Background: an optimization exercise with open tools, aiming at small area, a short achievable clock period and few clock cycles. Do not read the settings as production practice.
At most, simulation tests tie the RTL to the original design; equivalence was not proved.
Power figures rest on the tool's default switching activity, not on a simulated workload.

==> inputs of job 4517 <==
## depth_zero_run_decoder
module depth_zero_run_decoder (
   input  logic               clock,
   input  logic               reset,
   input  logic               req_valid,
   output logic               req_ready,
   input  logic [7:0]         req_data_byte,
   output logic               rsp_valid,
   input  logic               rsp_ready,
   output logic signed [15:0] rsp_depth_value,
   output logic [31:0]        rsp_repeat_count,
   output logic               rsp_frame_last,
   output logic               rsp_overrun_error
);
==> module dzr_parser, before the edit <==
module dzr_parser (
   input  logic        clock,
   input  logic        reset,
   input  logic        req_valid,
   output logic        req_ready,
   input  logic [7:0]  req_data_byte,
   output logic        rsp_valid,
   input  logic        rsp_ready,
   output logic [15:0] rsp_depth_value,
   output logic [31:0] rsp_repeat_count,
   output logic        rsp_frame_last,
   output logic        rsp_overrun_error
);
   logic        rdy, rdy_n;
   dzr_pkg::phase_type ph, ph_n;
   logic [1:0]  idx, idx_n;
   logic        ecalc, ecalc_n;
   logic [31:0] cnt, cnt_n;
   logic [31:0] rem, rem_n;
   logic [31:0] cnt_out, cnt_out_n;
   logic        wovf, wovf_n;
   logic [7:0]  lo, lo_n;
   logic [15:0] dep, dep_n;
   logic        last_ff, last_n;
   logic        ovf_ff, ovf_n;
   logic        vld_ff, vld_n;
   logic        take;
   logic        last_byte, last_byte_n, writes_out_n;
   logic        mul_step;
   logic [31:0] field;
   logic [31:0] x;
   logic        cin;
   logic [31:0] sum;
   logic        cout;
   logic        clip;
   logic        newsat;
   logic        in_frame;
   assign take      = req_valid && rdy;
   assign field     = {req_data_byte, cnt[31:8]};
   assign last_byte = (ph == dzr_pkg::PH_LIT) ? idx[0] : (idx == 2'd3);
   assign mul_step  = (ph == dzr_pkg::PH_MUL) && (cnt_out != 32'h0);
   always_comb begin
      if (ph == dzr_pkg::PH_MUL) x = cnt_out[0] ? cnt : 32'h0;
      else if (ecalc) x = ~cnt;
      else x = 32'hFFFF_FFFF;
      cin = ecalc;
      {cout, sum} = {1'b0, rem} + {1'b0, x} + {32'h0, cin};
   end
   assign clip     = !cout;
   assign in_frame = (rem != 32'h0);
   assign newsat   = cnt_out[0] && (cout || wovf);
   always_comb begin
      ph_n      = ph;
      idx_n     = idx;
      ecalc_n   = ecalc;
      cnt_n     = cnt;
      rem_n     = rem;
      cnt_out_n = cnt_out;
      wovf_n    = wovf;
      lo_n      = lo;
      dep_n     = dep;
      last_n    = last_ff;
      ovf_n     = ovf_ff;
      vld_n     = vld_ff && !rsp_ready;
      if (ecalc && !vld_ff) begin
         ecalc_n = 1'b0;
         rem_n   = clip ? 32'h0 : sum;
         if (cnt != 32'h0) begin
            vld_n     = 1'b1;
            cnt_out_n = clip ? rem : cnt;
            dep_n     = 16'h0;
            last_n    = clip || (sum == 32'h0);
            ovf_n     = clip;
         end
      end
      if (mul_step) begin
         rem_n     = newsat ? 32'hFFFF_FFFF : sum;
         wovf_n    = wovf || cnt[31];
         cnt_n     = {cnt[30:0], 1'b0};
         cnt_out_n = {1'b0, cnt_out[31:1]};
      end else if (ph == dzr_pkg::PH_MUL) begin
         ph_n = (rem == 32'h0) ? dzr_pkg::PH_WIDTH : dzr_pkg::PH_EMPTY;
         if (take) begin
            cnt_n = field;
            idx_n = 2'd1;
         end
      end else if (take) begin
         idx_n = last_byte ? 2'd0 : idx + 2'd1;
         case (ph)
            dzr_pkg::PH_WIDTH: begin
               cnt_n = field;
               if (last_byte) ph_n = dzr_pkg::PH_HEIGHT;
            end
            dzr_pkg::PH_HEIGHT: begin
               cnt_out_n = {req_data_byte, cnt_out[31:8]};
               rem_n     = 32'h0;
               wovf_n    = 1'b0;
               if (last_byte) ph_n = dzr_pkg::PH_MUL;
            end
            dzr_pkg::PH_EMPTY: begin
               cnt_n = field;
               if (last_byte) begin
                  ph_n    = dzr_pkg::PH_FULL;
                  ecalc_n = 1'b1;
               end
            end
            dzr_pkg::PH_FULL: begin
               cnt_n = field;
               if (last_byte) begin
                  if (field != 32'h0) ph_n = dzr_pkg::PH_LIT;
                  else ph_n = (rem == 32'h0) ? dzr_pkg::PH_WIDTH : dzr_pkg::PH_EMPTY;
               end
            end
            default: begin
               if (!idx[0]) begin
                  lo_n = req_data_byte;
               end else begin
                  vld_n     = 1'b1;
                  dep_n     = {req_data_byte, lo};
                  cnt_out_n = 32'd1;
                  last_n    = (rem == 32'd1);
                  ovf_n     = !in_frame;
                  rem_n     = in_frame ? sum : rem;
                  cnt_n     = cnt - 32'd1;
                  if (cnt == 32'd1) begin
                     ph_n = (rem == 32'd0 || rem == 32'd1) ?
                            dzr_pkg::PH_WIDTH : dzr_pkg::PH_EMPTY;
                  end
               end
            end
         endcase
      end
      last_byte_n  = (ph_n == dzr_pkg::PH_LIT) ? idx_n[0] : (idx_n == 2'd3);
      writes_out_n = (ph_n == dzr_pkg::PH_HEIGHT) || ecalc_n ||
                     (ph_n == dzr_pkg::PH_LIT && last_byte_n);
      rdy_n        = !(mul_step ? (cnt_out[31:1] != 31'h0) : (ph_n == dzr_pkg::PH_MUL)) &&
                     !(writes_out_n && vld_n);
   end
   always_ff @(posedge clock) begin
      if (reset) begin
         ph     <= dzr_pkg::PH_WIDTH;
         idx    <= 2'd0;
         ecalc  <= 1'b0;
         vld_ff <= 1'b0;
         rdy    <= 1'b1;
      end else begin
         ph     <= ph_n;
         idx    <= idx_n;
         ecalc  <= ecalc_n;
         vld_ff <= vld_n;
         rdy    <= rdy_n;
      end
   end
   always_ff @(posedge clock) begin
      cnt     <= cnt_n;
      rem     <= rem_n;
      cnt_out <= cnt_out_n;
      wovf    <= wovf_n;
      lo      <= lo_n;
      dep     <= dep_n;
      last_ff <= last_n;
      ovf_ff  <= ovf_n;
   end
   assign req_ready         = rdy;
   assign rsp_valid         = vld_ff;
   assign rsp_depth_value   = dep;
   assign rsp_repeat_count  = cnt_out;
   assign rsp_frame_last    = last_ff;
   assign rsp_overrun_error = ovf_ff;
endmodule
Settings: LEC_CHECK=0, CAP_MARGIN=20, CORE_MARGIN=2, CORE_UTILIZATION=40, SLEW_MARGIN=20; clock period 11.0 ns.
standard.sh (not shown) runs the stock make flow with config.mk's settings and CLKGATE_MAP_FILE= SYNTH_SCRIPT=/design/flow/synth_recipe.tcl, a recipe that flattens the netlist after the stock synthesis.
==> flow/flow/run.sh <==
#!/bin/bash
# Standard ORFS layout, with repair_timing aiming for extra setup slack so
# that the achieved period shrinks. Constraints and clock are unchanged.
set -euo pipefail
bash standard.sh SETUP_SLACK_MARGIN=7.5 finish > orfs_flow.log 2>&1
==> inputs of job 6648, as changes to job 4517 <==
--- a/flow/design.v
+++ b/flow/design.v
@@ -4,3 +4,2 @@
    localparam phase_type PH_HEIGHT = 3'd1;   
-   localparam phase_type PH_MUL    = 3'd2;   
    localparam phase_type PH_EMPTY  = 3'd3;   
@@ -25,3 +24,5 @@
    logic [1:0]  idx, idx_n;
-   logic        ecalc, ecalc_n;
+   logic        mul, mul_n;
+   logic        ec1, ec1_n;
+   logic        ec2, ec2_n;
    logic [31:0] cnt, cnt_n;
@@ -29,2 +30,3 @@
    logic [31:0] cnt_out, cnt_out_n;
+   logic        sat, sat_n;
    logic        wovf, wovf_n;
@@ -37,3 +39,4 @@
    logic        last_byte, last_byte_n, writes_out_n;
-   logic        mul_step;
+   logic        mul_step, mul_busy_n;
+   logic        rem_zero, rem_le1;
    logic [31:0] field;
@@ -43,5 +46,2 @@
    logic        cout;
-   logic        clip;
-   logic        newsat;
-   logic        in_frame;
    assign take      = req_valid && rdy;
@@ -49,13 +49,32 @@
    assign last_byte = (ph == dzr_pkg::PH_LIT) ? idx[0] : (idx == 2'd3);
-   assign mul_step  = (ph == dzr_pkg::PH_MUL) && (cnt_out != 32'h0);
+   assign mul_step  = mul && (cnt_out != 32'h0);
+   assign rem_le1   = (rem[31:1] == 31'h0);
+   assign rem_zero  = rem_le1 && !rem[0];
    always_comb begin
-      if (ph == dzr_pkg::PH_MUL) x = cnt_out[0] ? cnt : 32'h0;
-      else if (ecalc) x = ~cnt;
+      if (mul) x = cnt_out[0] ? cnt : 32'h0;
+      else if (ec1) x = ~cnt;
+      else if (ec2) x = cnt_out;
       else x = 32'hFFFF_FFFF;
-      cin = ecalc;
-      {cout, sum} = {1'b0, rem} + {1'b0, x} + {32'h0, cin};
-   end
-   assign clip     = !cout;
-   assign in_frame = (rem != 32'h0);
-   assign newsat   = cnt_out[0] && (cout || wovf);
+      cin = ec1;
+   end
+   logic [31:0] g [0:5];
+   logic [31:0] p [0:5];
+   always_comb begin
+      g[0] = rem & x;
+      p[0] = rem ^ x;
+      g[0][0] = g[0][0] | (p[0][0] & cin);
+      for (int l = 0; l < 5; l++) begin
+         for (int i = 0; i < 32; i++) begin
+            if (((i >> l) & 1) == 1) begin
+               g[l + 1][i] = g[l][i] | (p[l][i] & g[l][((i >> l) << l) - 1]);
+               p[l + 1][i] = p[l][i] & p[l][((i >> l) << l) - 1];
+            end else begin
+               g[l + 1][i] = g[l][i];
+               p[l + 1][i] = p[l][i];
+            end
+         end
+      end
+      sum  = p[0] ^ {g[5][30:0], cin};
+      cout = g[5][31];
+   end
    always_comb begin
@@ -63,3 +82,5 @@
       idx_n     = idx;
-      ecalc_n   = ecalc;
+      mul_n     = mul;
+      ec1_n     = ec1;
+      ec2_n     = ec2;
       cnt_n     = cnt;
@@ -67,2 +88,3 @@
       cnt_out_n = cnt_out;
+      sat_n     = sat;
       wovf_n    = wovf;
@@ -73,11 +95,17 @@
       vld_n     = vld_ff && !rsp_ready;
-      if (ecalc && !vld_ff) begin
-         ecalc_n = 1'b0;
-         rem_n   = clip ? 32'h0 : sum;
-         if (cnt != 32'h0) begin
-            vld_n     = 1'b1;
-            cnt_out_n = clip ? rem : cnt;
-            dep_n     = 16'h0;
-            last_n    = clip || (sum == 32'h0);
-            ovf_n     = clip;
+      if (ec1 && !vld_ff) begin
+         ec1_n     = 1'b0;
+         ec2_n     = (cnt != 32'h0);
+         rem_n     = sum;
+         ovf_n     = !cout;
+         cnt_out_n = cnt;
+         dep_n     = 16'h0;
+      end
+      if (ec2) begin
+         ec2_n  = 1'b0;
+         vld_n  = 1'b1;
+         last_n = ovf_ff || rem_zero;
+         if (ovf_ff) begin
+            cnt_out_n = sum;
+            rem_n     = 32'h0;
          end
@@ -85,3 +113,4 @@
       if (mul_step) begin
-         rem_n     = newsat ? 32'hFFFF_FFFF : sum;
+         rem_n     = sum;
+         sat_n     = sat || (cnt_out[0] && (cout || wovf));
          wovf_n    = wovf || cnt[31];
@@ -89,36 +118,22 @@
          cnt_out_n = {1'b0, cnt_out[31:1]};
-      end else if (ph == dzr_pkg::PH_MUL) begin
-         ph_n = (rem == 32'h0) ? dzr_pkg::PH_WIDTH : dzr_pkg::PH_EMPTY;
-         if (take) begin
-            cnt_n = field;
-            idx_n = 2'd1;
-         end
-      end else if (take) begin
+      end else if (mul) begin
+         mul_n = 1'b0;
+         if (sat) rem_n = 32'hFFFF_FFFF;
+      end
+      if (ph == dzr_pkg::PH_HEIGHT) begin
+         rem_n  = 32'h0;
+         sat_n  = 1'b0;
+         wovf_n = 1'b0;
+      end
+      if (take) begin
          idx_n = last_byte ? 2'd0 : idx + 2'd1;
          case (ph)
-            dzr_pkg::PH_WIDTH: begin
-               cnt_n = field;
-               if (last_byte) ph_n = dzr_pkg::PH_HEIGHT;
-            end
             dzr_pkg::PH_HEIGHT: begin
                cnt_out_n = {req_data_byte, cnt_out[31:8]};
-               rem_n     = 32'h0;
-               wovf_n    = 1'b0;
-               if (last_byte) ph_n = dzr_pkg::PH_MUL;
-            end
-            dzr_pkg::PH_EMPTY: begin
-               cnt_n = field;
                if (last_byte) begin
-                  ph_n    = dzr_pkg::PH_FULL;
-                  ecalc_n = 1'b1;
+                  ph_n  = dzr_pkg::PH_EMPTY;
+                  mul_n = 1'b1;
                end
             end
-            dzr_pkg::PH_FULL: begin
-               cnt_n = field;
-               if (last_byte) begin
-                  if (field != 32'h0) ph_n = dzr_pkg::PH_LIT;
-                  else ph_n = (rem == 32'h0) ? dzr_pkg::PH_WIDTH : dzr_pkg::PH_EMPTY;
-               end
-            end
-            default: begin
+            dzr_pkg::PH_LIT: begin
                if (!idx[0]) begin
@@ -130,8 +145,19 @@
                   last_n    = (rem == 32'd1);
-                  ovf_n     = !in_frame;
-                  rem_n     = in_frame ? sum : rem;
+                  ovf_n     = rem_zero;
+                  rem_n     = rem_zero ? rem : sum;
                   cnt_n     = cnt - 32'd1;
-                  if (cnt == 32'd1) begin
-                     ph_n = (rem == 32'd0 || rem == 32'd1) ?
-                            dzr_pkg::PH_WIDTH : dzr_pkg::PH_EMPTY;
+                  if (cnt == 32'd1) ph_n = rem_le1 ? dzr_pkg::PH_WIDTH : dzr_pkg::PH_EMPTY;
+               end
+            end
+            default: begin
+               cnt_n = field;
+               if (last_byte) begin
+                  if (ph == dzr_pkg::PH_WIDTH) ph_n = dzr_pkg::PH_HEIGHT;
+                  if (ph == dzr_pkg::PH_EMPTY) begin
+                     ph_n  = dzr_pkg::PH_FULL;
+                     ec1_n = 1'b1;
+                  end
+                  if (ph == dzr_pkg::PH_FULL) begin
+                     if (field != 32'h0) ph_n = dzr_pkg::PH_LIT;
+                     else ph_n = rem_zero ? dzr_pkg::PH_WIDTH : dzr_pkg::PH_EMPTY;
                   end
@@ -141,7 +167,8 @@
       end
+      if (mul && !mul_step && rem_zero && !sat) ph_n = dzr_pkg::PH_WIDTH;
+      mul_busy_n   = mul_step ? (cnt_out[31:1] != 31'h0) : mul_n;
       last_byte_n  = (ph_n == dzr_pkg::PH_LIT) ? idx_n[0] : (idx_n == 2'd3);
-      writes_out_n = (ph_n == dzr_pkg::PH_HEIGHT) || ecalc_n ||
+      writes_out_n = (ph_n == dzr_pkg::PH_HEIGHT) || ec1_n ||
                      (ph_n == dzr_pkg::PH_LIT && last_byte_n);
-      rdy_n        = !(mul_step ? (cnt_out[31:1] != 31'h0) : (ph_n == dzr_pkg::PH_MUL)) &&
-                     !(writes_out_n && vld_n);
+      rdy_n        = !mul_busy_n && !(writes_out_n && vld_n);
    end
@@ -151,3 +178,5 @@
          idx    <= 2'd0;
-         ecalc  <= 1'b0;
+         mul    <= 1'b0;
+         ec1    <= 1'b0;
+         ec2    <= 1'b0;
          vld_ff <= 1'b0;
@@ -157,3 +186,5 @@
          idx    <= idx_n;
-         ecalc  <= ecalc_n;
+         mul    <= mul_n;
+         ec1    <= ec1_n;
+         ec2    <= ec2_n;
          vld_ff <= vld_n;
@@ -166,2 +197,3 @@
       cnt_out <= cnt_out_n;
+      sat     <= sat_n;
       wovf    <= wovf_n;
==> flow/flow/run.sh (replaced) <==
#!/bin/bash
# Standard ORFS layout (standard synthesis unchanged). repair_timing aims for
# extra setup slack so the achieved period shrinks; ports get plain buf_1
# buffers; the clock tree uses smaller buffers. Constraints and clock are
# unchanged.
set -euo pipefail
bash standard.sh SETUP_SLACK_MARGIN=7.0 TNS_END_PERCENT=10 \
   "BUFFER_PORTS_ARGS=-buffer_cell sky130_fd_sc_hd__buf_1" \
   "CTS_BUF_LIST=sky130_fd_sc_hd__clkbuf_4 sky130_fd_sc_hd__clkbuf_8" finish > orfs_flow.log 2>&1
==> comparison table <==
quantity                                                     job 6648       job 4517
Clock distribution power                                   0.000421 W     0.000576 W
Outcome                                      timing/DRC/antenna clean  timing/DRC/antenna clean
Clock skew after layout                                       20.9 ps        17.4 ps
Detailed Route Iter0 Violations                                   961           1353
Portion of total power attributed to the clock network          23.0%          15.3%
Buffering overhead                                              5.42%          12.0%
Met2 routed WL                                          14700 microns  17800 microns
Via density per instance                                         6.27           6.41
Cell depth of the worst setup path                                  7             16
GR Util met1                                                    37.1%          37.7%
Share of cell area taken by multi-input logic gates             56.2%          53.1%
Comb power frac                                                 33.4%          61.1%
Total net switching power                                  0.000779 W      0.00172 W
Multi-input combinational cell count                              922            933
Testbench counts of job 6648, summed over its fixed seeds: cycles 67,436.
For job 4517, only the layout was checked, not whether the RTL still works.

-- re-timing with driven ports --
The flow's constraints put no driver on any port. The routed layouts listed below were extracted and timed again, unchanged, in two steps. Step 1 (the two cells are an assumption about what drives the block):
set clk [get_ports {clock}]
set_driving_cell -lib_cell sky130_fd_sc_hd__clkbuf_16 $clk
set_driving_cell -lib_cell sky130_fd_sc_hd__buf_2 [delete_from_list [all_inputs] $clk]
Step 2 moves the port delays by t, midway between the first and last clock arrival at a register: inputs arrive t later, outputs are due t later. That takes back most of the time a late clock gives input paths. Three values: ideal, step 1, step 2; two values: the first two.
run	t, ns	setup WS [ns]	latest minus earliest clock arrival (ns)
job 4517	0.480	6.957 / 6.957 / 6.708	0.017 / 0.017
job 6648	0.508	7.065 / 7.086 / 6.578	0.021 / 0.021
After both steps every run listed still meets setup and hold. The setup slack of job 6648, which loses most, moves by +0.021 ns with the drivers and by -0.487 ns with both steps.
